From an optimization exercise on the open Yosys and OpenROAD flow, aimed at small area and a short achievable clock period; shortcuts taken in it are not production practice. The RTL was checked by simulation tests, not by an equivalence proof against the original design. Power and IR drop assume default switching activity.

$ cat design/flow/design.v
package bmu_op_pkg;
  localparam int BMU_OP_W = 6;
  typedef enum logic [BMU_OP_W-1:0] {
    OP_NOP,
    OP_ADD,
    OP_SUB,
    OP_SLT,
    OP_SLTU,
    OP_AND,
    OP_OR,
    OP_XOR,
    OP_ANDN,
    OP_ORN,
    OP_XNOR,
    OP_SLL,
    OP_SRL,
    OP_SRA,
    OP_ROL,
    OP_ROR,
    OP_SH1ADD,
    OP_SH2ADD,
    OP_SH3ADD,
    OP_CLZ,
    OP_CTZ,
    OP_CPOP,
    OP_SEXT_B,
    OP_SEXT_H,
    OP_MIN,
    OP_MAX,
    OP_MINU,
    OP_MAXU,
    OP_PACK,
    OP_PACKU,
    OP_PACKH,
    OP_REV8,
    OP_ORC_B,
    OP_BSET,
    OP_BCLR,
    OP_BINV,
    OP_BEXT,
    OP_CSRW,
    OP_CSRWI
  } bmu_op_e;
endpackage
package bmu_data_pkg;
  localparam int BMU_XLEN = 32;
  localparam int BMU_SHAMT_W = $clog2(BMU_XLEN);
  localparam int BMU_COUNT_W = $clog2(BMU_XLEN) + 1;
  typedef logic [BMU_XLEN-1:0] bmu_word_t;
  typedef logic [BMU_SHAMT_W-1:0] bmu_shamt_t;
  typedef logic [BMU_COUNT_W-1:0] bmu_count_t;
endpackage
module bmu_top #(
  parameter bit ZBA_EN = 1'b1,
  parameter bit ZBB_EN = 1'b1,
  parameter bit ZBS_EN = 1'b1,
  parameter bit ZBP_EN = 1'b1
) (
  input  logic        clk,
  input  logic        rst_n,
  input  logic        valid_in,
  input  logic [5:0]  op,
  input  logic        csr_ren,
  input  logic [31:0] csr_rddata,
  input  logic [31:0] a,
  input  logic [31:0] b,
  output logic [31:0] result,
  output logic        error
);
  logic ext_off;
  always_comb begin
    case (op)
      6'd16, 6'd17, 6'd18:
        ext_off = !ZBA_EN;
      6'd8, 6'd9, 6'd10, 6'd14, 6'd15, 6'd19, 6'd20, 6'd21, 6'd22, 6'd23,
      6'd24, 6'd25, 6'd26, 6'd27, 6'd28, 6'd30, 6'd31, 6'd32:
        ext_off = !ZBB_EN;
      6'd33, 6'd34, 6'd35, 6'd36:
        ext_off = !ZBS_EN;
      6'd29:
        ext_off = !ZBP_EN;
      default:
        ext_off = 1'b0;
    endcase
  end
  logic illegal, csr_sel, en;
  assign illegal = (csr_ren && (op != 6'd0)) || ext_off;
  assign csr_sel = csr_ren && (op == 6'd0);
  assign en      = !csr_ren && !ext_off;
  logic [63:0] d;
  assign d = {63'd0, en} << op;
  logic o_add, o_sub, o_slt, o_sltu, o_and, o_or, o_xor, o_andn, o_orn, o_xnor;
  logic o_sll, o_srl, o_sra, o_rol, o_ror, o_sh1, o_sh2, o_sh3, o_clz, o_ctz;
  logic o_cpop, o_sextb, o_sexth, o_min, o_max, o_minu, o_maxu, o_pack, o_packu;
  logic o_packh, o_rev8, o_orcb, o_bset, o_bclr, o_binv, o_bext, o_csrw, o_csrwi;
  assign o_add   = d[1];
  assign o_sub   = d[2];
  assign o_slt   = d[3];
  assign o_sltu  = d[4];
  assign o_and   = d[5];
  assign o_or    = d[6];
  assign o_xor   = d[7];
  assign o_andn  = d[8];
  assign o_orn   = d[9];
  assign o_xnor  = d[10];
  assign o_sll   = d[11];
  assign o_srl   = d[12];
  assign o_sra   = d[13];
  assign o_rol   = d[14];
  assign o_ror   = d[15];
  assign o_sh1   = d[16];
  assign o_sh2   = d[17];
  assign o_sh3   = d[18];
  assign o_clz   = d[19];
  assign o_ctz   = d[20];
  assign o_cpop  = d[21];
  assign o_sextb = d[22];
  assign o_sexth = d[23];
  assign o_min   = d[24];
  assign o_max   = d[25];
  assign o_minu  = d[26];
  assign o_maxu  = d[27];
  assign o_pack  = d[28];
  assign o_packu = d[29];
  assign o_packh = d[30];
  assign o_rev8  = d[31];
  assign o_orcb  = d[32];
  assign o_bset  = d[33];
  assign o_bclr  = d[34];
  assign o_binv  = d[35];
  assign o_bext  = d[36];
  assign o_csrw  = d[37];
  assign o_csrwi = d[38];
  logic shx, sh1, sh2, sh3, eoh, inv, cin, cmp_s;
  assign shx   = op[4] & ~op[3];
  assign sh1   = shx & ~op[1] & ~op[0];
  assign sh2   = shx & op[0];
  assign sh3   = shx & op[1];
  assign eoh   = op[5];
  assign inv   = op[3] | (~op[4] & ~op[2] & ~op[0]) | (op[2] & ~op[1] & ~op[0]) |
                 (~op[5] & ~op[2] & op[1] & op[0]);
  assign cin   = op[3] | (~op[4] & ~op[0]) | (op[1] & op[0]);
  assign cmp_s = op[4] ? ~op[1] : op[0];
  logic mn, mx, kc, k1, k2;
  assign mn    = o_min | o_minu;
  assign mx    = o_max | o_maxu;
  assign kc    = o_add | o_sub | o_sh1 | o_sh2 | o_sh3;
  assign k1    = o_and | o_andn | o_or | o_orn | o_bset | o_bclr;
  assign k2    = kc | o_xor | o_xnor | o_or | o_orn | o_bset | o_binv;
  logic [4:0]  s;
  logic [31:0] oh, am, bm, p, g, c, x;
  assign s = b[4:0];
  always_comb begin
    for (int i = 0; i < 32; i++) begin
      oh[i] = (s == i[4:0]);
      am[i] = (a[i] & ~shx) | ((i >= 1) ? (a[(i+31)%32] & sh1) : 1'b0) |
              ((i >= 2) ? (a[(i+30)%32] & sh2) : 1'b0) | ((i >= 3) ? (a[(i+29)%32] & sh3) : 1'b0);
      bm[i] = (eoh ? oh[i] : b[i]) ^ inv;
    end
  end
  assign p = am ^ bm;
  assign g = am & bm;
  always_comb begin
    for (int i = 0; i < 32; i++) begin
      x[i] = ((p[i] & k2) | (g[i] & k1)) ^ (c[i] & kc);
    end
  end
  logic lt;
  assign lt = ~((cmp_s ? (~a[31] & b[31]) : g[31]) | (p[31] & c[31]));
  logic sel_a, sel_b, pa_lo8, pa_lo16, pa_hi, pb_lo, pb_hi;
  assign sel_a   = (mn & lt) | (mx & ~lt);
  assign sel_b   = (mn & ~lt) | (mx & lt);
  assign pa_hi   = sel_a | o_csrw;
  assign pa_lo16 = pa_hi | o_sexth | o_pack;
  assign pa_lo8  = pa_lo16 | o_sextb | o_packh;
  assign pb_lo   = sel_b | o_csrwi;
  assign pb_hi   = pb_lo | o_packu;
  logic [31:0] cp;
  always_comb begin
    for (int i = 0; i < 32; i++) begin
      cp[i] = (a[i] & ((i < 8) ? pa_lo8 : (i < 16) ? pa_lo16 : pa_hi)) |
              (b[i] & ((i < 16) ? pb_lo : pb_hi));
    end
  end
  logic        left;
  logic [4:0]  r;
  logic [31:0] rot0, rot1, rot2, rot3, rot4, rot;
  assign left = ~op[2] | (op[1] & ~op[0]);
  assign r[0] = s[0];
  assign r[1] = s[1] ^ (left & s[0]);
  assign r[2] = s[2] ^ (left & (|s[1:0]));
  assign r[3] = s[3] ^ (left & (|s[2:0]));
  assign r[4] = s[4] ^ (left & (|s[3:0]));
  assign rot0 = r[0] ? {a[0], a[31:1]} : a;
  assign rot1 = r[1] ? {rot0[1:0], rot0[31:2]} : rot0;
  assign rot2 = r[2] ? {rot1[3:0], rot1[31:4]} : rot1;
  assign rot3 = r[3] ? {rot2[7:0], rot2[31:8]} : rot2;
  assign rot  = r[4] ? {rot3[15:0], rot3[31:16]} : rot3;
  logic [31:0] t, shv;
  logic rotate, right;
  assign rotate = o_rol | o_ror;
  assign right  = o_srl | o_sra;
  always_comb begin
    for (int j = 0; j < 32; j++) t[j] = (s <= j[4:0]);
    for (int i = 0; i < 32; i++) begin
      shv[i] = (rot[i] & (rotate | (o_sll & t[i]) | (right & t[31-i]))) |
               (o_sra & a[31] & ~t[31-i]);
    end
  end
  logic [5:0] pop, lzc, tzc, cnt;
  assign cnt = ({6{o_cpop}} & pop) | ({6{o_clz}} & lzc) | ({6{o_ctz}} & tzc);
  logic [31:0] y;
  always_comb begin
    for (int i = 0; i < 32; i++) begin
      y[i] = (o_rev8 & a[8*(3-i/8) + i%8]) | (o_orcb & (|a[8*(i/8) +: 8]));
      if (i >= 8)             y[i] = y[i] | (o_sextb & a[7]);
      if (i >= 16)            y[i] = y[i] | (o_sexth & a[15]) | (o_pack & b[(i+16)%32]);
      if (i < 16)             y[i] = y[i] | (o_packu & a[(i+16)%32]);
      if (i >= 8 && i < 16)   y[i] = y[i] | (o_packh & b[(i+24)%32]);
    end
  end
  logic [31:0] result_next;
  always_comb begin
    result_next = x | shv | y | cp | (csr_rddata & {32{csr_sel}});
    result_next[5:0] = result_next[5:0] | cnt;
    result_next[0] = result_next[0] | (lt & (o_slt | o_sltu)) | (o_bext & rot[0]);
  end
  always_ff @(posedge clk or negedge rst_n) begin
    if (!rst_n) begin
      result <= '0;
      error  <= 1'b0;
    end else if (valid_in) begin
      result <= result_next;
      error  <= illegal;
    end
  end
  logic pc_1;
  logic pc_2;
  logic pc_3;
  logic pc_4;
  logic pc_5;
  logic pc_6;
  logic pc_7;
  logic pc_8;
  logic pc_9;
  logic pc_10;
  logic pc_11;
  logic pc_12;
  logic pc_13;
  logic pc_14;
  logic pc_15;
  logic pc_16;
  logic pc_17;
  logic pc_18;
  logic pc_19;
  logic pc_20;
  logic pc_21;
  logic pc_22;
  logic pc_23;
  logic pc_24;
  logic pc_25;
  logic pc_26;
  logic pc_27;
  logic pc_28;
  logic pc_29;
  logic pc_30;
  logic pc_31;
  logic pc_32;
  logic pc_33;
  logic pc_34;
  logic pc_35;
  logic pc_36;
  logic pc_37;
  logic pc_38;
  logic pc_39;
  logic pc_40;
  logic pc_41;
  logic pc_42;
  logic pc_43;
  logic pc_44;
  logic pc_45;
  logic pc_46;
  logic pc_47;
  logic pc_48;
  logic pc_49;
  logic pc_50;
  logic pc_51;
  logic pc_52;
  logic pc_o0;
  logic pc_o1;
  logic pc_o2;
  logic pc_o3;
  logic pc_o4;
  logic pc_o5;
  logic lz_v1_0;
  logic lz_c1_0_0;
  logic lz_v1_1;
  logic lz_c1_1_0;
  logic lz_v1_2;
  logic lz_c1_2_0;
  logic lz_v1_3;
  logic lz_c1_3_0;
  logic lz_v1_4;
  logic lz_c1_4_0;
  logic lz_v1_5;
  logic lz_c1_5_0;
  logic lz_v1_6;
  logic lz_c1_6_0;
  logic lz_v1_7;
  logic lz_c1_7_0;
  logic lz_v1_8;
  logic lz_c1_8_0;
  logic lz_v1_9;
  logic lz_c1_9_0;
  logic lz_v1_10;
  logic lz_c1_10_0;
  logic lz_v1_11;
  logic lz_c1_11_0;
  logic lz_v1_12;
  logic lz_c1_12_0;
  logic lz_v1_13;
  logic lz_c1_13_0;
  logic lz_v1_14;
  logic lz_c1_14_0;
  logic lz_v1_15;
  logic lz_c1_15_0;
  logic lz_v2_0;
  logic lz_c2_0_0;
  logic lz_c2_0_1;
  logic lz_v2_1;
  logic lz_c2_1_0;
  logic lz_c2_1_1;
  logic lz_v2_2;
  logic lz_c2_2_0;
  logic lz_c2_2_1;
  logic lz_v2_3;
  logic lz_c2_3_0;
  logic lz_c2_3_1;
  logic lz_v2_4;
  logic lz_c2_4_0;
  logic lz_c2_4_1;
  logic lz_v2_5;
  logic lz_c2_5_0;
  logic lz_c2_5_1;
  logic lz_v2_6;
  logic lz_c2_6_0;
  logic lz_c2_6_1;
  logic lz_v2_7;
  logic lz_c2_7_0;
  logic lz_c2_7_1;
  logic lz_v3_0;
  logic lz_c3_0_0;
  logic lz_c3_0_1;
  logic lz_c3_0_2;
  logic lz_v3_1;
  logic lz_c3_1_0;
  logic lz_c3_1_1;
  logic lz_c3_1_2;
  logic lz_v3_2;
  logic lz_c3_2_0;
  logic lz_c3_2_1;
  logic lz_c3_2_2;
  logic lz_v3_3;
  logic lz_c3_3_0;
  logic lz_c3_3_1;
  logic lz_c3_3_2;
  logic lz_v4_0;
  logic lz_c4_0_0;
  logic lz_c4_0_1;
  logic lz_c4_0_2;
  logic lz_c4_0_3;
  logic lz_v4_1;
  logic lz_c4_1_0;
  logic lz_c4_1_1;
  logic lz_c4_1_2;
  logic lz_c4_1_3;
  logic lz_v5_0;
  logic lz_c5_0_0;
  logic lz_c5_0_1;
  logic lz_c5_0_2;
  logic lz_c5_0_3;
  logic lz_c5_0_4;
  logic tz_v1_0;
  logic tz_c1_0_0;
  logic tz_v1_1;
  logic tz_c1_1_0;
  logic tz_v1_2;
  logic tz_c1_2_0;
  logic tz_v1_3;
  logic tz_c1_3_0;
  logic tz_v1_4;
  logic tz_c1_4_0;
  logic tz_v1_5;
  logic tz_c1_5_0;
  logic tz_v1_6;
  logic tz_c1_6_0;
  logic tz_v1_7;
  logic tz_c1_7_0;
  logic tz_v1_8;
  logic tz_c1_8_0;
  logic tz_v1_9;
  logic tz_c1_9_0;
  logic tz_v1_10;
  logic tz_c1_10_0;
  logic tz_v1_11;
  logic tz_c1_11_0;
  logic tz_v1_12;
  logic tz_c1_12_0;
  logic tz_v1_13;
  logic tz_c1_13_0;
  logic tz_v1_14;
  logic tz_c1_14_0;
  logic tz_v1_15;
  logic tz_c1_15_0;
  logic tz_v2_0;
  logic tz_c2_0_0;
  logic tz_c2_0_1;
  logic tz_v2_1;
  logic tz_c2_1_0;
  logic tz_c2_1_1;
  logic tz_v2_2;
  logic tz_c2_2_0;
  logic tz_c2_2_1;
  logic tz_v2_3;
  logic tz_c2_3_0;
  logic tz_c2_3_1;
  logic tz_v2_4;
  logic tz_c2_4_0;
  logic tz_c2_4_1;
  logic tz_v2_5;
  logic tz_c2_5_0;
  logic tz_c2_5_1;
  logic tz_v2_6;
  logic tz_c2_6_0;
  logic tz_c2_6_1;
  logic tz_v2_7;
  logic tz_c2_7_0;
  logic tz_c2_7_1;
  logic tz_v3_0;
  logic tz_c3_0_0;
  logic tz_c3_0_1;
  logic tz_c3_0_2;
  logic tz_v3_1;
  logic tz_c3_1_0;
  logic tz_c3_1_1;
  logic tz_c3_1_2;
  logic tz_v3_2;
  logic tz_c3_2_0;
  logic tz_c3_2_1;
  logic tz_c3_2_2;
  logic tz_v3_3;
  logic tz_c3_3_0;
  logic tz_c3_3_1;
  logic tz_c3_3_2;
  logic tz_v4_0;
  logic tz_c4_0_0;
  logic tz_c4_0_1;
  logic tz_c4_0_2;
  logic tz_c4_0_3;
  logic tz_v4_1;
  logic tz_c4_1_0;
  logic tz_c4_1_1;
  logic tz_c4_1_2;
  logic tz_c4_1_3;
  logic tz_v5_0;
  logic tz_c5_0_0;
  logic tz_c5_0_1;
  logic tz_c5_0_2;
  logic tz_c5_0_3;
  logic tz_c5_0_4;
  logic bk_g1_1;
  logic bk_p1_1;
  logic bk_g1_3;
  logic bk_p1_3;
  logic bk_g1_5;
  logic bk_p1_5;
  logic bk_g1_7;
  logic bk_p1_7;
  logic bk_g1_9;
  logic bk_p1_9;
  logic bk_g1_11;
  logic bk_p1_11;
  logic bk_g1_13;
  logic bk_p1_13;
  logic bk_g1_15;
  logic bk_p1_15;
  logic bk_g1_17;
  logic bk_p1_17;
  logic bk_g1_19;
  logic bk_p1_19;
  logic bk_g1_21;
  logic bk_p1_21;
  logic bk_g1_23;
  logic bk_p1_23;
  logic bk_g1_25;
  logic bk_p1_25;
  logic bk_g1_27;
  logic bk_p1_27;
  logic bk_g1_29;
  logic bk_p1_29;
  logic bk_g1_31;
  logic bk_p1_31;
  logic bk_g2_3;
  logic bk_p2_3;
  logic bk_g2_7;
  logic bk_p2_7;
  logic bk_g2_11;
  logic bk_p2_11;
  logic bk_g2_15;
  logic bk_p2_15;
  logic bk_g2_19;
  logic bk_p2_19;
  logic bk_g2_23;
  logic bk_p2_23;
  logic bk_g2_27;
  logic bk_p2_27;
  logic bk_g2_31;
  logic bk_p2_31;
  logic bk_g4_7;
  logic bk_p4_7;
  logic bk_g4_15;
  logic bk_p4_15;
  logic bk_g4_23;
  logic bk_p4_23;
  logic bk_g4_31;
  logic bk_p4_31;
  logic bk_g8_15;
  logic bk_p8_15;
  logic bk_g8_31;
  logic bk_p8_31;
  logic bk_g16_31;
  logic bk_p16_31;
  logic bk_h8_23;
  logic bk_h4_11;
  logic bk_h4_19;
  logic bk_h4_27;
  logic bk_h2_5;
  logic bk_h2_9;
  logic bk_h2_13;
  logic bk_h2_17;
  logic bk_h2_21;
  logic bk_h2_25;
  logic bk_h2_29;
  logic bk_h1_2;
  logic bk_h1_4;
  logic bk_h1_6;
  logic bk_h1_8;
  logic bk_h1_10;
  logic bk_h1_12;
  logic bk_h1_14;
  logic bk_h1_16;
  logic bk_h1_18;
  logic bk_h1_20;
  logic bk_h1_22;
  logic bk_h1_24;
  logic bk_h1_26;
  logic bk_h1_28;
  logic bk_h1_30;
  assign pc_1 = a[0] ^ a[10] ^ a[11];
  assign pc_2 = (a[0] & a[10]) | (a[0] & a[11]) | (a[10] & a[11]);
  assign pc_3 = a[12] ^ a[13] ^ a[14];
  assign pc_4 = (a[12] & a[13]) | (a[12] & a[14]) | (a[13] & a[14]);
  assign pc_5 = a[15] ^ a[16] ^ a[17];
  assign pc_6 = (a[15] & a[16]) | (a[15] & a[17]) | (a[16] & a[17]);
  assign pc_7 = a[18] ^ a[19] ^ a[1];
  assign pc_8 = (a[18] & a[19]) | (a[18] & a[1]) | (a[19] & a[1]);
  assign pc_9 = a[20] ^ a[21] ^ a[22];
  assign pc_10 = (a[20] & a[21]) | (a[20] & a[22]) | (a[21] & a[22]);
  assign pc_11 = a[23] ^ a[24] ^ a[25];
  assign pc_12 = (a[23] & a[24]) | (a[23] & a[25]) | (a[24] & a[25]);
  assign pc_13 = a[26] ^ a[27] ^ a[28];
  assign pc_14 = (a[26] & a[27]) | (a[26] & a[28]) | (a[27] & a[28]);
  assign pc_15 = a[29] ^ a[2] ^ a[30];
  assign pc_16 = (a[29] & a[2]) | (a[29] & a[30]) | (a[2] & a[30]);
  assign pc_17 = a[31] ^ a[3] ^ a[4];
  assign pc_18 = (a[31] & a[3]) | (a[31] & a[4]) | (a[3] & a[4]);
  assign pc_19 = a[5] ^ a[6] ^ a[7];
  assign pc_20 = (a[5] & a[6]) | (a[5] & a[7]) | (a[6] & a[7]);
  assign pc_21 = a[8] ^ a[9] ^ pc_1;
  assign pc_22 = (a[8] & a[9]) | (a[8] & pc_1) | (a[9] & pc_1);
  assign pc_23 = pc_11 ^ pc_13 ^ pc_15;
  assign pc_24 = (pc_11 & pc_13) | (pc_11 & pc_15) | (pc_13 & pc_15);
  assign pc_25 = pc_17 ^ pc_19 ^ pc_3;
  assign pc_26 = (pc_17 & pc_19) | (pc_17 & pc_3) | (pc_19 & pc_3);
  assign pc_27 = pc_5 ^ pc_7 ^ pc_9;
  assign pc_28 = (pc_5 & pc_7) | (pc_5 & pc_9) | (pc_7 & pc_9);
  assign pc_29 = pc_21 ^ pc_23 ^ pc_25;
  assign pc_30 = (pc_21 & pc_23) | (pc_21 & pc_25) | (pc_23 & pc_25);
  assign pc_31 = pc_10 ^ pc_12 ^ pc_14;
  assign pc_32 = (pc_10 & pc_12) | (pc_10 & pc_14) | (pc_12 & pc_14);
  assign pc_33 = pc_16 ^ pc_18 ^ pc_2;
  assign pc_34 = (pc_16 & pc_18) | (pc_16 & pc_2) | (pc_18 & pc_2);
  assign pc_35 = pc_20 ^ pc_4 ^ pc_6;
  assign pc_36 = (pc_20 & pc_4) | (pc_20 & pc_6) | (pc_4 & pc_6);
  assign pc_37 = pc_8 ^ pc_22 ^ pc_24;
  assign pc_38 = (pc_8 & pc_22) | (pc_8 & pc_24) | (pc_22 & pc_24);
  assign pc_39 = pc_26 ^ pc_28 ^ pc_31;
  assign pc_40 = (pc_26 & pc_28) | (pc_26 & pc_31) | (pc_28 & pc_31);
  assign pc_41 = pc_33 ^ pc_35 ^ pc_30;
  assign pc_42 = (pc_33 & pc_35) | (pc_33 & pc_30) | (pc_35 & pc_30);
  assign pc_43 = pc_37 ^ pc_39;
  assign pc_44 = pc_37 & pc_39;
  assign pc_45 = pc_32 ^ pc_34 ^ pc_36;
  assign pc_46 = (pc_32 & pc_34) | (pc_32 & pc_36) | (pc_34 & pc_36);
  assign pc_47 = pc_38 ^ pc_40 ^ pc_45;
  assign pc_48 = (pc_38 & pc_40) | (pc_38 & pc_45) | (pc_40 & pc_45);
  assign pc_49 = pc_44 ^ pc_42;
  assign pc_50 = pc_44 & pc_42;
  assign pc_51 = pc_46 ^ pc_48;
  assign pc_52 = pc_46 & pc_48;
  assign pc_o0 = (pc_27 ^ pc_29) ^ (1'b0);
  assign pc_o1 = (pc_43 ^ pc_41) ^ (((pc_27 & pc_29)));
  assign pc_o2 = (pc_47 ^ pc_49) ^ (((pc_27 & pc_29) & (pc_43 | pc_41)) | ((pc_43 & pc_41)));
  assign pc_o3 = (pc_50 ^ pc_51) ^ (((pc_27 & pc_29) & (pc_43 | pc_41) & (pc_47 | pc_49)) | ((pc_43 & pc_41) & (pc_47 | pc_49)) | ((pc_47 & pc_49)));
  assign pc_o4 = pc_52 ^ (((pc_27 & pc_29) & (pc_43 | pc_41) & (pc_47 | pc_49) & (pc_50 | pc_51)) | ((pc_43 & pc_41) & (pc_47 | pc_49) & (pc_50 | pc_51)) | ((pc_47 & pc_49) & (pc_50 | pc_51)) | ((pc_50 & pc_51)));
  assign pc_o5 = 1'b0 ^ (((pc_27 & pc_29) & (pc_43 | pc_41) & (pc_47 | pc_49) & (pc_50 | pc_51) & pc_52) | ((pc_43 & pc_41) & (pc_47 | pc_49) & (pc_50 | pc_51) & pc_52) | ((pc_47 & pc_49) & (pc_50 | pc_51) & pc_52) | ((pc_50 & pc_51) & pc_52) | (1'b0));
  assign lz_v1_0 = a[1] | a[0];
  assign lz_c1_0_0 = ~a[1];
  assign lz_v1_1 = a[3] | a[2];
  assign lz_c1_1_0 = ~a[3];
  assign lz_v1_2 = a[5] | a[4];
  assign lz_c1_2_0 = ~a[5];
  assign lz_v1_3 = a[7] | a[6];
  assign lz_c1_3_0 = ~a[7];
  assign lz_v1_4 = a[9] | a[8];
  assign lz_c1_4_0 = ~a[9];
  assign lz_v1_5 = a[11] | a[10];
  assign lz_c1_5_0 = ~a[11];
  assign lz_v1_6 = a[13] | a[12];
  assign lz_c1_6_0 = ~a[13];
  assign lz_v1_7 = a[15] | a[14];
  assign lz_c1_7_0 = ~a[15];
  assign lz_v1_8 = a[17] | a[16];
  assign lz_c1_8_0 = ~a[17];
  assign lz_v1_9 = a[19] | a[18];
  assign lz_c1_9_0 = ~a[19];
  assign lz_v1_10 = a[21] | a[20];
  assign lz_c1_10_0 = ~a[21];
  assign lz_v1_11 = a[23] | a[22];
  assign lz_c1_11_0 = ~a[23];
  assign lz_v1_12 = a[25] | a[24];
  assign lz_c1_12_0 = ~a[25];
  assign lz_v1_13 = a[27] | a[26];
  assign lz_c1_13_0 = ~a[27];
  assign lz_v1_14 = a[29] | a[28];
  assign lz_c1_14_0 = ~a[29];
  assign lz_v1_15 = a[31] | a[30];
  assign lz_c1_15_0 = ~a[31];
  assign lz_v2_0 = lz_v1_1 | lz_v1_0;
  assign lz_c2_0_0 = lz_v1_1 ? lz_c1_1_0 : lz_c1_0_0;
  assign lz_c2_0_1 = ~lz_v1_1;
  assign lz_v2_1 = lz_v1_3 | lz_v1_2;
  assign lz_c2_1_0 = lz_v1_3 ? lz_c1_3_0 : lz_c1_2_0;
  assign lz_c2_1_1 = ~lz_v1_3;
  assign lz_v2_2 = lz_v1_5 | lz_v1_4;
  assign lz_c2_2_0 = lz_v1_5 ? lz_c1_5_0 : lz_c1_4_0;
  assign lz_c2_2_1 = ~lz_v1_5;
  assign lz_v2_3 = lz_v1_7 | lz_v1_6;
  assign lz_c2_3_0 = lz_v1_7 ? lz_c1_7_0 : lz_c1_6_0;
  assign lz_c2_3_1 = ~lz_v1_7;
  assign lz_v2_4 = lz_v1_9 | lz_v1_8;
  assign lz_c2_4_0 = lz_v1_9 ? lz_c1_9_0 : lz_c1_8_0;
  assign lz_c2_4_1 = ~lz_v1_9;
  assign lz_v2_5 = lz_v1_11 | lz_v1_10;
  assign lz_c2_5_0 = lz_v1_11 ? lz_c1_11_0 : lz_c1_10_0;
  assign lz_c2_5_1 = ~lz_v1_11;
  assign lz_v2_6 = lz_v1_13 | lz_v1_12;
  assign lz_c2_6_0 = lz_v1_13 ? lz_c1_13_0 : lz_c1_12_0;
  assign lz_c2_6_1 = ~lz_v1_13;
  assign lz_v2_7 = lz_v1_15 | lz_v1_14;
  assign lz_c2_7_0 = lz_v1_15 ? lz_c1_15_0 : lz_c1_14_0;
  assign lz_c2_7_1 = ~lz_v1_15;
  assign lz_v3_0 = lz_v2_1 | lz_v2_0;
  assign lz_c3_0_0 = lz_v2_1 ? lz_c2_1_0 : lz_c2_0_0;
  assign lz_c3_0_1 = lz_v2_1 ? lz_c2_1_1 : lz_c2_0_1;
  assign lz_c3_0_2 = ~lz_v2_1;
  assign lz_v3_1 = lz_v2_3 | lz_v2_2;
  assign lz_c3_1_0 = lz_v2_3 ? lz_c2_3_0 : lz_c2_2_0;
  assign lz_c3_1_1 = lz_v2_3 ? lz_c2_3_1 : lz_c2_2_1;
  assign lz_c3_1_2 = ~lz_v2_3;
  assign lz_v3_2 = lz_v2_5 | lz_v2_4;
  assign lz_c3_2_0 = lz_v2_5 ? lz_c2_5_0 : lz_c2_4_0;
  assign lz_c3_2_1 = lz_v2_5 ? lz_c2_5_1 : lz_c2_4_1;
  assign lz_c3_2_2 = ~lz_v2_5;
  assign lz_v3_3 = lz_v2_7 | lz_v2_6;
  assign lz_c3_3_0 = lz_v2_7 ? lz_c2_7_0 : lz_c2_6_0;
  assign lz_c3_3_1 = lz_v2_7 ? lz_c2_7_1 : lz_c2_6_1;
  assign lz_c3_3_2 = ~lz_v2_7;
  assign lz_v4_0 = lz_v3_1 | lz_v3_0;
  assign lz_c4_0_0 = lz_v3_1 ? lz_c3_1_0 : lz_c3_0_0;
  assign lz_c4_0_1 = lz_v3_1 ? lz_c3_1_1 : lz_c3_0_1;
  assign lz_c4_0_2 = lz_v3_1 ? lz_c3_1_2 : lz_c3_0_2;
  assign lz_c4_0_3 = ~lz_v3_1;
  assign lz_v4_1 = lz_v3_3 | lz_v3_2;
  assign lz_c4_1_0 = lz_v3_3 ? lz_c3_3_0 : lz_c3_2_0;
  assign lz_c4_1_1 = lz_v3_3 ? lz_c3_3_1 : lz_c3_2_1;
  assign lz_c4_1_2 = lz_v3_3 ? lz_c3_3_2 : lz_c3_2_2;
  assign lz_c4_1_3 = ~lz_v3_3;
  assign lz_v5_0 = lz_v4_1 | lz_v4_0;
  assign lz_c5_0_0 = lz_v4_1 ? lz_c4_1_0 : lz_c4_0_0;
  assign lz_c5_0_1 = lz_v4_1 ? lz_c4_1_1 : lz_c4_0_1;
  assign lz_c5_0_2 = lz_v4_1 ? lz_c4_1_2 : lz_c4_0_2;
  assign lz_c5_0_3 = lz_v4_1 ? lz_c4_1_3 : lz_c4_0_3;
  assign lz_c5_0_4 = ~lz_v4_1;
  assign tz_v1_0 = a[0] | a[1];
  assign tz_c1_0_0 = ~a[0];
  assign tz_v1_1 = a[2] | a[3];
  assign tz_c1_1_0 = ~a[2];
  assign tz_v1_2 = a[4] | a[5];
  assign tz_c1_2_0 = ~a[4];
  assign tz_v1_3 = a[6] | a[7];
  assign tz_c1_3_0 = ~a[6];
  assign tz_v1_4 = a[8] | a[9];
  assign tz_c1_4_0 = ~a[8];
  assign tz_v1_5 = a[10] | a[11];
  assign tz_c1_5_0 = ~a[10];
  assign tz_v1_6 = a[12] | a[13];
  assign tz_c1_6_0 = ~a[12];
  assign tz_v1_7 = a[14] | a[15];
  assign tz_c1_7_0 = ~a[14];
  assign tz_v1_8 = a[16] | a[17];
  assign tz_c1_8_0 = ~a[16];
  assign tz_v1_9 = a[18] | a[19];
  assign tz_c1_9_0 = ~a[18];
  assign tz_v1_10 = a[20] | a[21];
  assign tz_c1_10_0 = ~a[20];
  assign tz_v1_11 = a[22] | a[23];
  assign tz_c1_11_0 = ~a[22];
  assign tz_v1_12 = a[24] | a[25];
  assign tz_c1_12_0 = ~a[24];
  assign tz_v1_13 = a[26] | a[27];
  assign tz_c1_13_0 = ~a[26];
  assign tz_v1_14 = a[28] | a[29];
  assign tz_c1_14_0 = ~a[28];
  assign tz_v1_15 = a[30] | a[31];
  assign tz_c1_15_0 = ~a[30];
  assign tz_v2_0 = tz_v1_0 | tz_v1_1;
  assign tz_c2_0_0 = tz_v1_0 ? tz_c1_0_0 : tz_c1_1_0;
  assign tz_c2_0_1 = ~tz_v1_0;
  assign tz_v2_1 = tz_v1_2 | tz_v1_3;
  assign tz_c2_1_0 = tz_v1_2 ? tz_c1_2_0 : tz_c1_3_0;
  assign tz_c2_1_1 = ~tz_v1_2;
  assign tz_v2_2 = tz_v1_4 | tz_v1_5;
  assign tz_c2_2_0 = tz_v1_4 ? tz_c1_4_0 : tz_c1_5_0;
  assign tz_c2_2_1 = ~tz_v1_4;
  assign tz_v2_3 = tz_v1_6 | tz_v1_7;
  assign tz_c2_3_0 = tz_v1_6 ? tz_c1_6_0 : tz_c1_7_0;
  assign tz_c2_3_1 = ~tz_v1_6;
  assign tz_v2_4 = tz_v1_8 | tz_v1_9;
  assign tz_c2_4_0 = tz_v1_8 ? tz_c1_8_0 : tz_c1_9_0;
  assign tz_c2_4_1 = ~tz_v1_8;
  assign tz_v2_5 = tz_v1_10 | tz_v1_11;
  assign tz_c2_5_0 = tz_v1_10 ? tz_c1_10_0 : tz_c1_11_0;
  assign tz_c2_5_1 = ~tz_v1_10;
  assign tz_v2_6 = tz_v1_12 | tz_v1_13;
  assign tz_c2_6_0 = tz_v1_12 ? tz_c1_12_0 : tz_c1_13_0;
  assign tz_c2_6_1 = ~tz_v1_12;
  assign tz_v2_7 = tz_v1_14 | tz_v1_15;
  assign tz_c2_7_0 = tz_v1_14 ? tz_c1_14_0 : tz_c1_15_0;
  assign tz_c2_7_1 = ~tz_v1_14;
  assign tz_v3_0 = tz_v2_0 | tz_v2_1;
  assign tz_c3_0_0 = tz_v2_0 ? tz_c2_0_0 : tz_c2_1_0;
  assign tz_c3_0_1 = tz_v2_0 ? tz_c2_0_1 : tz_c2_1_1;
  assign tz_c3_0_2 = ~tz_v2_0;
  assign tz_v3_1 = tz_v2_2 | tz_v2_3;
  assign tz_c3_1_0 = tz_v2_2 ? tz_c2_2_0 : tz_c2_3_0;
  assign tz_c3_1_1 = tz_v2_2 ? tz_c2_2_1 : tz_c2_3_1;
  assign tz_c3_1_2 = ~tz_v2_2;
  assign tz_v3_2 = tz_v2_4 | tz_v2_5;
  assign tz_c3_2_0 = tz_v2_4 ? tz_c2_4_0 : tz_c2_5_0;
  assign tz_c3_2_1 = tz_v2_4 ? tz_c2_4_1 : tz_c2_5_1;
  assign tz_c3_2_2 = ~tz_v2_4;
  assign tz_v3_3 = tz_v2_6 | tz_v2_7;
  assign tz_c3_3_0 = tz_v2_6 ? tz_c2_6_0 : tz_c2_7_0;
  assign tz_c3_3_1 = tz_v2_6 ? tz_c2_6_1 : tz_c2_7_1;
  assign tz_c3_3_2 = ~tz_v2_6;
  assign tz_v4_0 = tz_v3_0 | tz_v3_1;
  assign tz_c4_0_0 = tz_v3_0 ? tz_c3_0_0 : tz_c3_1_0;
  assign tz_c4_0_1 = tz_v3_0 ? tz_c3_0_1 : tz_c3_1_1;
  assign tz_c4_0_2 = tz_v3_0 ? tz_c3_0_2 : tz_c3_1_2;
  assign tz_c4_0_3 = ~tz_v3_0;
  assign tz_v4_1 = tz_v3_2 | tz_v3_3;
  assign tz_c4_1_0 = tz_v3_2 ? tz_c3_2_0 : tz_c3_3_0;
  assign tz_c4_1_1 = tz_v3_2 ? tz_c3_2_1 : tz_c3_3_1;
  assign tz_c4_1_2 = tz_v3_2 ? tz_c3_2_2 : tz_c3_3_2;
  assign tz_c4_1_3 = ~tz_v3_2;
  assign tz_v5_0 = tz_v4_0 | tz_v4_1;
  assign tz_c5_0_0 = tz_v4_0 ? tz_c4_0_0 : tz_c4_1_0;
  assign tz_c5_0_1 = tz_v4_0 ? tz_c4_0_1 : tz_c4_1_1;
  assign tz_c5_0_2 = tz_v4_0 ? tz_c4_0_2 : tz_c4_1_2;
  assign tz_c5_0_3 = tz_v4_0 ? tz_c4_0_3 : tz_c4_1_3;
  assign tz_c5_0_4 = ~tz_v4_0;
  assign pop[0] = pc_o0;
  assign lzc[0] = (lz_c5_0_0 & lz_v5_0);
  assign tzc[0] = (tz_c5_0_0 & tz_v5_0);
  assign pop[1] = pc_o1;
  assign lzc[1] = (lz_c5_0_1 & lz_v5_0);
  assign tzc[1] = (tz_c5_0_1 & tz_v5_0);
  assign pop[2] = pc_o2;
  assign lzc[2] = (lz_c5_0_2 & lz_v5_0);
  assign tzc[2] = (tz_c5_0_2 & tz_v5_0);
  assign pop[3] = pc_o3;
  assign lzc[3] = (lz_c5_0_3 & lz_v5_0);
  assign tzc[3] = (tz_c5_0_3 & tz_v5_0);
  assign pop[4] = pc_o4;
  assign lzc[4] = (lz_c5_0_4 & lz_v5_0);
  assign tzc[4] = (tz_c5_0_4 & tz_v5_0);
  assign pop[5] = pc_o5;
  assign lzc[5] = ~lz_v5_0;
  assign tzc[5] = ~tz_v5_0;
  assign bk_g1_1 = g[1] | (p[1] & (g[0] | (p[0] & cin)));
  assign bk_p1_1 = p[1] & p[0];
  assign bk_g1_3 = g[3] | (p[3] & g[2]);
  assign bk_p1_3 = p[3] & p[2];
  assign bk_g1_5 = g[5] | (p[5] & g[4]);
  assign bk_p1_5 = p[5] & p[4];
  assign bk_g1_7 = g[7] | (p[7] & g[6]);
  assign bk_p1_7 = p[7] & p[6];
  assign bk_g1_9 = g[9] | (p[9] & g[8]);
  assign bk_p1_9 = p[9] & p[8];
  assign bk_g1_11 = g[11] | (p[11] & g[10]);
  assign bk_p1_11 = p[11] & p[10];
  assign bk_g1_13 = g[13] | (p[13] & g[12]);
  assign bk_p1_13 = p[13] & p[12];
  assign bk_g1_15 = g[15] | (p[15] & g[14]);
  assign bk_p1_15 = p[15] & p[14];
  assign bk_g1_17 = g[17] | (p[17] & g[16]);
  assign bk_p1_17 = p[17] & p[16];
  assign bk_g1_19 = g[19] | (p[19] & g[18]);
  assign bk_p1_19 = p[19] & p[18];
  assign bk_g1_21 = g[21] | (p[21] & g[20]);
  assign bk_p1_21 = p[21] & p[20];
  assign bk_g1_23 = g[23] | (p[23] & g[22]);
  assign bk_p1_23 = p[23] & p[22];
  assign bk_g1_25 = g[25] | (p[25] & g[24]);
  assign bk_p1_25 = p[25] & p[24];
  assign bk_g1_27 = g[27] | (p[27] & g[26]);
  assign bk_p1_27 = p[27] & p[26];
  assign bk_g1_29 = g[29] | (p[29] & g[28]);
  assign bk_p1_29 = p[29] & p[28];
  assign bk_g1_31 = g[31] | (p[31] & g[30]);
  assign bk_p1_31 = p[31] & p[30];
  assign bk_g2_3 = bk_g1_3 | (bk_p1_3 & bk_g1_1);
  assign bk_p2_3 = bk_p1_3 & bk_p1_1;
  assign bk_g2_7 = bk_g1_7 | (bk_p1_7 & bk_g1_5);
  assign bk_p2_7 = bk_p1_7 & bk_p1_5;
  assign bk_g2_11 = bk_g1_11 | (bk_p1_11 & bk_g1_9);
  assign bk_p2_11 = bk_p1_11 & bk_p1_9;
  assign bk_g2_15 = bk_g1_15 | (bk_p1_15 & bk_g1_13);
  assign bk_p2_15 = bk_p1_15 & bk_p1_13;
  assign bk_g2_19 = bk_g1_19 | (bk_p1_19 & bk_g1_17);
  assign bk_p2_19 = bk_p1_19 & bk_p1_17;
  assign bk_g2_23 = bk_g1_23 | (bk_p1_23 & bk_g1_21);
  assign bk_p2_23 = bk_p1_23 & bk_p1_21;
  assign bk_g2_27 = bk_g1_27 | (bk_p1_27 & bk_g1_25);
  assign bk_p2_27 = bk_p1_27 & bk_p1_25;
  assign bk_g2_31 = bk_g1_31 | (bk_p1_31 & bk_g1_29);
  assign bk_p2_31 = bk_p1_31 & bk_p1_29;
  assign bk_g4_7 = bk_g2_7 | (bk_p2_7 & bk_g2_3);
  assign bk_p4_7 = bk_p2_7 & bk_p2_3;
  assign bk_g4_15 = bk_g2_15 | (bk_p2_15 & bk_g2_11);
  assign bk_p4_15 = bk_p2_15 & bk_p2_11;
  assign bk_g4_23 = bk_g2_23 | (bk_p2_23 & bk_g2_19);
  assign bk_p4_23 = bk_p2_23 & bk_p2_19;
  assign bk_g4_31 = bk_g2_31 | (bk_p2_31 & bk_g2_27);
  assign bk_p4_31 = bk_p2_31 & bk_p2_27;
  assign bk_g8_15 = bk_g4_15 | (bk_p4_15 & bk_g4_7);
  assign bk_p8_15 = bk_p4_15 & bk_p4_7;
  assign bk_g8_31 = bk_g4_31 | (bk_p4_31 & bk_g4_23);
  assign bk_p8_31 = bk_p4_31 & bk_p4_23;
  assign bk_g16_31 = bk_g8_31 | (bk_p8_31 & bk_g8_15);
  assign bk_p16_31 = bk_p8_31 & bk_p8_15;
  assign bk_h8_23 = bk_g4_23 | (bk_p4_23 & bk_g8_15);
  assign bk_h4_11 = bk_g2_11 | (bk_p2_11 & bk_g4_7);
  assign bk_h4_19 = bk_g2_19 | (bk_p2_19 & bk_g8_15);
  assign bk_h4_27 = bk_g2_27 | (bk_p2_27 & bk_h8_23);
  assign bk_h2_5 = bk_g1_5 | (bk_p1_5 & bk_g2_3);
  assign bk_h2_9 = bk_g1_9 | (bk_p1_9 & bk_g4_7);
  assign bk_h2_13 = bk_g1_13 | (bk_p1_13 & bk_h4_11);
  assign bk_h2_17 = bk_g1_17 | (bk_p1_17 & bk_g8_15);
  assign bk_h2_21 = bk_g1_21 | (bk_p1_21 & bk_h4_19);
  assign bk_h2_25 = bk_g1_25 | (bk_p1_25 & bk_h8_23);
  assign bk_h2_29 = bk_g1_29 | (bk_p1_29 & bk_h4_27);
  assign bk_h1_2 = g[2] | (p[2] & bk_g1_1);
  assign bk_h1_4 = g[4] | (p[4] & bk_g2_3);
  assign bk_h1_6 = g[6] | (p[6] & bk_h2_5);
  assign bk_h1_8 = g[8] | (p[8] & bk_g4_7);
  assign bk_h1_10 = g[10] | (p[10] & bk_h2_9);
  assign bk_h1_12 = g[12] | (p[12] & bk_h4_11);
  assign bk_h1_14 = g[14] | (p[14] & bk_h2_13);
  assign bk_h1_16 = g[16] | (p[16] & bk_g8_15);
  assign bk_h1_18 = g[18] | (p[18] & bk_h2_17);
  assign bk_h1_20 = g[20] | (p[20] & bk_h4_19);
  assign bk_h1_22 = g[22] | (p[22] & bk_h2_21);
  assign bk_h1_24 = g[24] | (p[24] & bk_h8_23);
  assign bk_h1_26 = g[26] | (p[26] & bk_h2_25);
  assign bk_h1_28 = g[28] | (p[28] & bk_h4_27);
  assign bk_h1_30 = g[30] | (p[30] & bk_h2_29);
  assign c[0] = cin;
  assign c[1] = (g[0] | (p[0] & cin));
  assign c[2] = bk_g1_1;
  assign c[3] = bk_h1_2;
  assign c[4] = bk_g2_3;
  assign c[5] = bk_h1_4;
  assign c[6] = bk_h2_5;
  assign c[7] = bk_h1_6;
  assign c[8] = bk_g4_7;
  assign c[9] = bk_h1_8;
  assign c[10] = bk_h2_9;
  assign c[11] = bk_h1_10;
  assign c[12] = bk_h4_11;
  assign c[13] = bk_h1_12;
  assign c[14] = bk_h2_13;
  assign c[15] = bk_h1_14;
  assign c[16] = bk_g8_15;
  assign c[17] = bk_h1_16;
  assign c[18] = bk_h2_17;
  assign c[19] = bk_h1_18;
  assign c[20] = bk_h4_19;
  assign c[21] = bk_h1_20;
  assign c[22] = bk_h2_21;
  assign c[23] = bk_h1_22;
  assign c[24] = bk_h8_23;
  assign c[25] = bk_h1_24;
  assign c[26] = bk_h2_25;
  assign c[27] = bk_h1_26;
  assign c[28] = bk_h4_27;
  assign c[29] = bk_h1_28;
  assign c[30] = bk_h2_29;
  assign c[31] = bk_h1_30;
endmodule
$ cat design/flow/flow/run.sh
#!/bin/bash
# The standard layout (standard.sh), with these changes made on its make
# command line / environment:
#  - ADDER_MAP_FILE is left empty, so synthesis does not extract full and
#    half adder cells and ABC maps the adder and popcount trees from gates;
#    the rest of synth_recipe.tcl runs unchanged, so the registers and their
#    names are the standard synthesis's
#  - ports are buffered with sky130_fd_sc_hd__buf_2 instead of the default
#    delay buffer
#  - the steps up to clock tree synthesis repair timing to the setup margin
#    of config.mk; routing and the steps after it repair to a margin of
#    flow/late_margin only
set -euo pipefail
LATE=$(cat flow/late_margin)
sed 's#SYNTH_SCRIPT=#ADDER_MAP_FILE= SYNTH_SCRIPT=#' standard.sh > flow_standard.sh
grep -q "ADDER_MAP_FILE= SYNTH_SCRIPT=" flow_standard.sh
sed "s#SETUP_SLACK_MARGIN=[^ ]*#SETUP_SLACK_MARGIN=$LATE#" flow_standard.sh > flow_standard_late.sh
grep -q "SETUP_SLACK_MARGIN=$LATE " flow_standard_late.sh
export BUFFER_PORTS_ARGS="-buffer_cell sky130_fd_sc_hd__buf_2"
bash flow_standard.sh cts > flow_make_early.log 2>&1
bash flow_standard_late.sh > flow_make_late.log 2>&1
$ cat design/flow/flow/late_margin
0.5
$ cat design/flow/standard.sh
#!/bin/bash
# synth_recipe.tcl (not shown) runs the flow's synth.tcl, then flattens the netlist and writes it again
# the make line also repeats each setting of config.mk as NAME=value (left out here)
make -C /OpenROAD-flow-scripts/flow DESIGN_CONFIG=/design/flow/config.mk WORK_HOME=/design/flow/orfs CLKGATE_MAP_FILE= SYNTH_SCRIPT=/design/flow/synth_recipe.tcl "${@:-finish}"
$ cat design/flow/config.mk
export PLATFORM = sky130hd
export DESIGN_NAME = bmu_top
export DESIGN_NICKNAME = bmu_top
export VERILOG_FILES = /design/flow/design.v
export SDC_FILE = /design/flow/constraint.sdc
export NUM_CORES = 4
export LEC_CHECK = 0
export ABC_AREA = 1
export CAP_MARGIN = 10
export CORE_MARGIN = 2
export CORE_UTILIZATION = 40
export PLACE_DENSITY = 0.6
export SETUP_SLACK_MARGIN = 3.0
export SLEW_MARGIN = 10
$ cat design/flow/constraint.sdc
create_clock -name core_clock -period 7.5 [get_ports {clk}]
set_input_delay 1.5000 -clock core_clock [delete_from_list [all_inputs] [get_ports {clk}]]
set_output_delay 1.5000 -clock core_clock [all_outputs]
set_load 0.01 [all_outputs]
==> notes.md <==
- The synthesis-to-finish area growth is 17.5%.
- Dividing the detail-routed via count by the number of cells gives 6.32.
- The final core area utilization is 0.481.
- The number of cells traversed by the worst hold path is 2.
- The pre-antenna-repair detailed-routing pass consisted of 8 iterations.
- Data on the critical path is required at its endpoint by 7.68 ns.
- The clock passes through at most 2 buffers.
- The HPWL after detailed placement is 51600 um.
- The sort of element at the end of the critical path is a register.
- The final instance area is 12600 um^2.
- The worst register-to-register path begins at result[31]$_DFFE_PN0P_.
- In this run the worst hold path is classified as reg2reg.
- The die footprint is 28100 um^2.
- The cell accounting for the most synthesized area is sky130_fd_sc_hd__nand2_1.
- 139 I/O pins were placed.
- The largest vdd supply drop is 0.106 mV.
- The arrival time reported for the critical path endpoint is 4.89 ns.
- The end point of the worst hold path is error$_DFFE_PN0P_.
- The via count of the first global-routing pass is 14.4k.
- The clock root buffer master is sky130_fd_sc_hd__clkbuf_16.
- Power spread over the standard cell area amounts to 131 nW/um^2.
- The leakage power of the design is 5.84 nW.
- Synthesis produced a netlist whose cell count is 2072.
- In this run the mean area of a mapped cell was 5.17 um^2.
- The number of flip-flops and latches in the synthesized netlist is 33.
- The vertical die dimension is 168 um.
- Entering global routing, the biggest net connects 64 pins.
- The initial standard-cell utilization of the core is 0.409.
- The number of enable-type register cells in the synthesized netlist is 0.
- The share of the Yosys chip area taken by registers is 0.0770.
- The final max-slew violation count is 0.
- The later pin in the worst-skew pair is clocked with a latency of 0.30 ns.
- Buffers inserted during clock tree synthesis total 5.
- In the final layout, the share of cells above drive strength 1 is 0.173.
- The largest clock skew in the final design is 0 ns.
- The most used flip-flop cell after synthesis is sky130_fd_sc_hd__dfrtp_1.
- The worst register-to-register path ends at result[31]$_DFFE_PN0P_.
- The part of the cycle the worst path needs is 0.628.
- The least setup slack across all paths after layout is 2.79 ns.
- The net count of the mapped netlist is 2178.
- TritonCTS built the clock tree.
- The most common library cell in the layout ignoring fill and taps is sky130_fd_sc_hd__nand2_1.
- For this run the aggregate overflow at the end of global routing stands at 0.
- The routed length per instance is 26.9 um.
- The maximum clock rate is 212 MHz.
- Measured in cells, the most critical reg-to-reg path has a length of 2.
- Clock-pin slew was measured on the worst setup and hold paths at 0.07 ns.
- The area share of the largest cell type after synthesis is 0.223.
- The final total negative setup slack is 0 ns.
- The TritonCTS sink count is 33.
- The number of distinct standard cells referenced by the synthesized netlist is 63.
- The total routing resource utilization after global routing is 0.465.
- The x dimension of the die is 168 um.
- The critical path class is in2reg.
- At the pin with the least slew margin, the transition time is 1.16 ns.
- The Yosys warning count is 1.
- The count of routing violations after the opening detailed-route iteration is 2332.
- The count of buffers added on input and output ports is 138.
- The tightest hold path in the finished design has a slack of 0.501 ns.
- The multi-input logic area is 8830 um^2.
- The filler cells instantiated in the layout total 2985.
- The maximum fanout along the worst path is 11.
- The total via count in the routed design is 15.9k.
- The flow ran to the end and the layout has no timing, DRC or antenna violations.
- The final wirelength is 67400 um.
- In the layout the commonest cells are 623 x sky130_fd_sc_hd__nand2_1, 224 x sky130_fd_sc_hd__inv_1, 221 x sky130_fd_sc_hd__nor2_1.
- In the post-synthesis netlist, the biggest area contributors are sky130_fd_sc_hd__nand2_1 22%, sky130_fd_sc_hd__inv_1 8.1%, sky130_fd_sc_hd__nor2_1 8.0%.
- The total DRC errors in the routed layout is 0.
- Summing all placed instances gives a cell area of 11500 um^2.
- The internal reg-to-reg setup slack is 6.80 ns.
- STA classifies the critical path startpoint as an input pin.
- The worst hold path begins at error$_DFFE_PN0P_.
- The tool flagged a number of max-cap violations equal to 0.
- In this run the remaining antenna-violating nets after routing total 0.
- The pre-CTS setup slack is 1.92 ns.
- After layout, the minimum clock period comes to 4.71 ns.
- The number of setup violations in the final report is 0.
- The proportion of register bits with asynchronous set or reset after synthesis is 1.00.
- The worst pin sits at a relative slew slack of 0.206.
- Registers take 826 um^2.
- The mapped cell area is 10700 um^2.
- The number of H-tree levels is 2.
- For this run, the post-layout net count is 2278.
- The global-route wire length before repair is 95700 um.
- The congestion estimate from routability-driven global placement came to 1.10.
- Setup repair after global routing left no endpoint under its margin.
- The floorplan core area is 26200 um^2.
- The number of buffers added to fix hold violations after cts is 0.
- The initial antenna violation count is 3.
- The number of hold violations in the final report came to 0.
- The number of rows created at floorplan is 59.
==> critical path: stages <==
cell	delay, ns
sky130_fd_sc_hd__buf_2	0.23
sky130_fd_sc_hd__nor2_1	0.28
sky130_fd_sc_hd__inv_1	0.09
sky130_fd_sc_hd__nor2_1	0.22
sky130_fd_sc_hd__inv_1	0.09
sky130_fd_sc_hd__nor2_1	0.15
sky130_fd_sc_hd__inv_1	0.14
sky130_fd_sc_hd__a21oi_1	0.57
sky130_fd_sc_hd__nand2_1	0.14
sky130_fd_sc_hd__a2111oi_0	0.94
sky130_fd_sc_hd__nand4_1	0.30
sky130_fd_sc_hd__a21oi_2	0.19
sky130_fd_sc_hd__a21oi_2	0.06
==> final cells by class <==
| class | instances | area share |
|---|---|---|
| Antenna cell | 1 | 0.000199 |
| Clock inverter | 1 | 0.000397 |
| Clock buffer | 7 | 0.0121 |
| Timing Repair inverter | 1 | 0.000397 |
| Timing Repair Buffer | 201 | 0.109 |
| Sequential cell | 33 | 0.0655 |
| Tap cell | 335 | 0.0333 |
| Multi-Input combinational cell | 1680 | 0.701 |
| Inverter | 250 | 0.0788 |
==> layer usage <==
layer	routed length (um)	track usage
met5	71	0.0157
met4	6800	0.360
met3	8880	0.130
met2	26600	0.675
met1	25100	0.578
==> through the flow <==
stage / power [mW] / instances
final: 1.65 / 2509
after global routing: 1.75 / 2508
after CTS: 1.61 / 2508
after detailed placement: 1.29 / 2454
after global placement: 1.28 / 2454
after floorplan: 0.955 / 2072
==> synthesized netlist by cell type (all sizes together) (3+ instances only) <==
cell type and n:
a2111oi 18, o2111ai 14, o21a 17, o21bai 9
o21ai 190, nand3 78, o31ai 3, nor3 13
o221ai 16, o22ai 68, xnor2 19, clkinv 4
clkbuf 74, nand4 27, inv 246, a21oi 156
xor2 26, a31oi 3, a221o 4, a211oi 5
nand3b 8, a22oi 11, o211ai 26, nor4 6
a21o 3, a221oi 10, dfrtp 33, buf 40
or2 30, a21boi 3, nand2 657, nor2 242
==> registers in the layout, summed over array words and instances (netlist names) <==
register  flops
result       32
error         1
==> report_power, final <==
part / switching (mW) / internal [mW]
clock: 0.0955 / 0.141
combinational: 0.820 / 0.367
sequential: 0.0170 / 0.210
==> timing repair <==
action                     in CTS  in global routing
setup endpoints to repair      32                  0
resized for setup             123                  0
setup buffers                  39                  0
==> kinds of logic after synthesis <==
family	after synthesis	share of synthesized area
AO/OA/AOI/OAI	563	0.324
XOR/XNOR	45	0.0375
buffers and inverters	364	0.143
flip-flops	33	0.0770
AND/OR/NAND/NOR	1067	0.419
==> worst max path at each step <==
stage,from,endpoint,slack (ns),cells after the start
final,a[26],result[28]$_DFFE_PN0P_,2.79,13
after global routing,a[18],result[4]$_DFFE_PN0P_,2.57,25
after CTS,op[1],result[1]$_DFFE_PN0P_,2.99,20
after detailed placement,op[5],result[1]$_DFFE_PN0P_,1.92,32
after global placement,op[5],result[1]$_DFFE_PN0P_,1.98,32
after floorplan,op[4],result[6]$_DFFE_PN0P_,3.33,31

[port drivers added, routing unchanged]
Ports are ideal in the flow. The routed layout listed here was re-timed in OpenROAD.
Step 1 sets driving cells, clkbuf_16 on the clock port and buf_2 on the other inputs (assumed; they add their load-dependent delay and slew).
Step 2 also shifts input and output timing later by t, the mid clock arrival at the registers, as if the neighbouring blocks saw the same clock.
Three values: ideal ports, drivers, drivers and shift; two values: the first two.
shift t [ns]: 0.341
setup slack, ns: 2.792 / 2.815 / 2.474
hold slack, ns: 0.501 / 0.501 / 0.501
latest minus earliest clock arrival (ns): 0.014 / 0.013
worst data-port slew with drivers (ns): 0.07
After both steps setup and hold are still met in this run. For this run, drivers alone change the setup slack by +0.023 ns; drivers and shift together by -0.318 ns.
